Background: an optimization exercise with open tools, aiming at small area and a short achievable clock period. Do not read the settings as production practice. The RTL was checked by simulation tests, not by an equivalence proof against the original design. No activity file was given, so power comes from the tool's default toggle rates.

## delta
Design ccpd_top, start of the top module:
module ccpd_top (
    input  logic                                       ADC_ENC,
    input  logic                                       i_rst_n,
    input  logic                                       i_gate_start,
    input  sampler_pkg::cnt_t                          i_gate_delay,
    input  sampler_pkg::cnt_t                          i_gate_width,
    input  sampler_pkg::cnt_t                          i_inj_delay,
    input  sampler_pkg::cnt_t                          i_inj_width,
    input  sampler_pkg::cnt_t                          i_rec_len,
    input  sampler_pkg::trig_src_t                     i_trig_src,
    input  sampler_pkg::sample_t                       i_threshold,
    input  logic [sampler_pkg::N_CH-1:0][sampler_pkg::SAMPLE_W-1:0] i_adc_sample,
    input  logic [sampler_pkg::N_CH-1:0]               i_ch_en,
    input  logic                                       i_out_ready,
    output logic                                       o_ccpd_gate,
    output logic                                       o_ccpd_injection,
    output logic                                       o_out_valid,
    output sampler_pkg::out_word_t                     o_out_data,
    output logic [sampler_pkg::N_CH-1:0]               o_lost
);
    logic                   gate_pulse;
    logic                   gate_q;
    logic                   start_q;
    logic                   adc_trig;
    logic                   rec;
    logic                   first_q;
    sampler_pkg::cnt_t      rec_cnt;
    logic [sampler_pkg::N_CH-1:0]        ch_req;
    logic [sampler_pkg::N_CH-1:0]        ch_read;
    logic [sampler_pkg::N_CH-1:0][sampler_pkg::ENTRY_W-1:0] ch_data;
    assign o_ccpd_gate = gate_pulse;
    always_ff @(posedge ADC_ENC)
    begin
        if (!i_rst_n)
        begin
            start_q <= 1'b0;
            gate_q  <= 1'b0;
        end
        else
        begin
            start_q <= i_gate_start;
            gate_q  <= gate_pulse;
  ...
Size in the first run: about 2300 cells after synthesis, roughly 1100 flip-flops, about 41000 um2 of cells after synthesis.
export LEC_CHECK = 0
export ABC_CLOCK_PERIOD_IN_PS = 2400
export CAP_MARGIN = 20
export CORE_MARGIN = 2
export CORE_UTILIZATION = 70
export SETUP_SLACK_MARGIN = 3.6
export SLEW_MARGIN = 20
create_clock -name core_clock -period 6.0 [get_ports {ADC_ENC}]
standard.sh (not shown) runs the stock make flow with config.mk's settings and CLKGATE_MAP_FILE= SYNTH_SCRIPT=/design/flow/synth_recipe.tcl, a recipe that flattens the netlist after the stock synthesis.
==> flow/flow/run.sh <==
#!/bin/bash
# Standard ORFS layout, with plain buffers on the ports, resizing not
# limited to the same cell footprint, and larger clock sink clusters
# without dummy loads.
set -euo pipefail
bash standard.sh MATCH_CELL_FOOTPRINT=0 \
    "BUFFER_PORTS_ARGS=-buffer_cell sky130_fd_sc_hd__buf_2" \
    "CTS_ARGS=-sink_clustering_enable -repair_clock_nets -dont_use_dummy_load -sink_clustering_size 20 -sink_clustering_max_diameter 80" \
    finish > standard_flow.log 2>&1
delta: done, clean on timing, DRC and antenna
[inputs] zinc vs delta
- ABC_CLOCK_PERIOD_IN_PS: 2400 -> unset
- SETUP_SLACK_MARGIN: 3.6 -> 3.7
Findings:
- zinc: PASS, flow complete, no timing, DRC or antenna violations
- Setup skew after layout: delta vs zinc — no meaningful difference
- Run comparison: zinc cell at the slowest stage of the critical path sky130_fd_sc_hd__dfxtp_4; delta cell at the slowest stage of the critical path sky130_fd_sc_hd__or4_4
- On final cell count, the higher figure sits with zinc, not delta.
- zinc vs delta — static leakage rose 0.00041 uW.

## run 1
ccpd_top, a different RTL version from the one above (not shown whole).
Size in the first run: ~2400 cells after synthesis, roughly 0.040 sq mm of cells after synthesis.
Design ccpd_top, start of the top module:
module ccpd_top (
    input  logic                                       ADC_ENC,
    input  logic                                       i_rst_n,
    input  logic                                       i_gate_start,
    input  sampler_pkg::cnt_t                          i_gate_delay,
    input  sampler_pkg::cnt_t                          i_gate_width,
    input  sampler_pkg::cnt_t                          i_inj_delay,
    input  sampler_pkg::cnt_t                          i_inj_width,
    input  sampler_pkg::cnt_t                          i_rec_len,
    input  sampler_pkg::trig_src_t                     i_trig_src,
    input  sampler_pkg::sample_t                       i_threshold,
    input  logic [sampler_pkg::N_CH-1:0][sampler_pkg::SAMPLE_W-1:0] i_adc_sample,
    input  logic [sampler_pkg::N_CH-1:0]               i_ch_en,
    input  logic                                       i_out_ready,
    output logic                                       o_ccpd_gate,
    output logic                                       o_ccpd_injection,
    output logic                                       o_out_valid,
    output sampler_pkg::out_word_t                     o_out_data,
    output logic [sampler_pkg::N_CH-1:0]               o_lost
);
export LEC_CHECK = 0
export CAP_MARGIN = 20
export CORE_MARGIN = 2
export CORE_UTILIZATION = 60
export SETUP_SLACK_MARGIN = 3.3
export SLEW_MARGIN = 20
create_clock -name core_clock -period 6.0 [get_ports {ADC_ENC}]
run.sh (not shown) runs the stock make flow with config.mk's settings and CLKGATE_MAP_FILE= SYNTH_SCRIPT=/design/flow/synth_recipe.tcl, a recipe that flattens the netlist after the stock synthesis.
Stock flow here: none of the scripts above is used.
Run 1 finished end to end and its layout was clean on timing, DRC and antenna.
Inputs modified between run 1 and run 2:
Settings: a change of SETUP_SLACK_MARGIN from 3.3 to 3.6.
==> flow/flow/run.sh (new file) <==
#!/bin/bash
# Standard ORFS layout, with plain buffers on the ports and resizing not
# limited to the same cell footprint.
set -euo pipefail
bash standard.sh MATCH_CELL_FOOTPRINT=0 \
    "BUFFER_PORTS_ARGS=-buffer_cell sky130_fd_sc_hd__buf_2" \
    finish > standard_flow.log 2>&1
==> flow/standard.sh (new file) <==
#!/bin/bash
# synth_recipe.tcl (not shown) runs the flow's synth.tcl, then flattens the netlist and writes it again
# the make line also repeats each setting of config.mk as NAME=value (left out here)
make -C /OpenROAD-flow-scripts/flow DESIGN_CONFIG=/design/flow/config.mk WORK_HOME=/design/flow/orfs CLKGATE_MAP_FILE= SYNTH_SCRIPT=/design/flow/synth_recipe.tcl "${@:-finish}"
removed: flow/run.sh
Results
Sort run 1 and run 2 by power density relative to cell area desc -> top: run 2
[compare] base=run 1 new=run 2: global routing usage summed across all routing layers saw an increase, maximum clock frequency went up about 5.5%.
Inputs modified between run 2 and run 3:
Settings: SETUP_SLACK_MARGIN changed from 3.6 to 3.9.
--- outcome ---
Taking run 2 as the reference point, the synthesis-to-finish area growth of run 3 rises by 7.1 points.
Diff run 2 -> run 3: area used by multi-input combinational logic has increased; design area has increased; combinational cell fraction of total power has increased.
Overall routing resource usage in run 3 vs run 2: up 1.2 points
Part of the power in registers, run 2 and run 3: larger value in run 2
Compared with run 2, average wire length per cell after detail routing in run 3 increased slightly.
Side by side, power density of the placed cells turned out lower in run 3 than in run 2.
What run 4 does differently from run 3 at the input level:
Settings: clearing SETUP_SLACK_MARGIN, which used to be 3.9; swapping 60 for 40 in CORE_UTILIZATION.
==> flow/run.sh (new file) <==
#!/bin/bash
# synth_recipe.tcl (not shown) runs the flow's synth.tcl, then flattens the netlist and writes it again
# the make line also repeats each setting of config.mk as NAME=value (left out here)
make -C /OpenROAD-flow-scripts/flow DESIGN_CONFIG=/design/flow/config.mk WORK_HOME=/design/flow/orfs CLKGATE_MAP_FILE= SYNTH_SCRIPT=/design/flow/synth_recipe.tcl finish
removed: flow/flow/run.sh
removed: flow/standard.sh
==> comparison <==
When the final numbers for run 3 and run 4 were put side by side, the total iterations of the first detailed-routing run turned out to be smaller in run 4. In run 4 the total of fill cells in the finished design turned out 4467 higher than in run 3. Of run 4 and run 3, it is run 4 that has the higher die area. Total power sits lower in run 4 than in run 3. Compared run 4 against run 3; setup clock skew after layout within noise. Diff run 3 and run 4: wire length after detailed routing higher in run 3. Run 4 ends up with a area of all sequential standard cells that is 0.46% lower than in run 3.

## afterwards: timing with drivers on the ports
In the flow no input, the clock included, has a driving cell. The finished layouts below were timed again as built, in two steps. Step 1 sets driving cells, clkbuf_16 on the clock port and buf_2 on the other inputs (assumed; they add their load-dependent delay and slew). Step 2 also shifts input and output timing later by t, the mid clock arrival at the registers, as if the neighbouring blocks saw the same clock. a / b / c = ideal / step 1 / step 2; a / b = the first two.
run | t, ns | setup slack, ns | worst setup path after step 2 | worst data-port slew with drivers (ns) | pins driven straight from the clock port
delta | 0.712 | 3.589 / 3.539 / 3.006 | input to register | 0.08 | 1
zinc | 0.710 | 3.641 / 3.573 / 3.133 | input to register | 0.08 | 1
run 1 | 0.713 | 3.319 / 3.255 / 2.699 | input to register | 0.05 | 1
run 2 | 0.721 | 3.458 / 3.392 / 2.967 | input to register | 0.06 | 1
run 3 | 0.725 | 3.468 / 3.400 / 3.176 | input to register | 0.06 | 1
run 4 | 0.752 | 2.353 / 2.393 / 1.641 | input to register | 0.07 | 1
After both steps setup and hold are still met in every run listed. The setup slack of run 4, which loses most, moves by +0.040 ns with the drivers and by -0.712 ns with both steps.
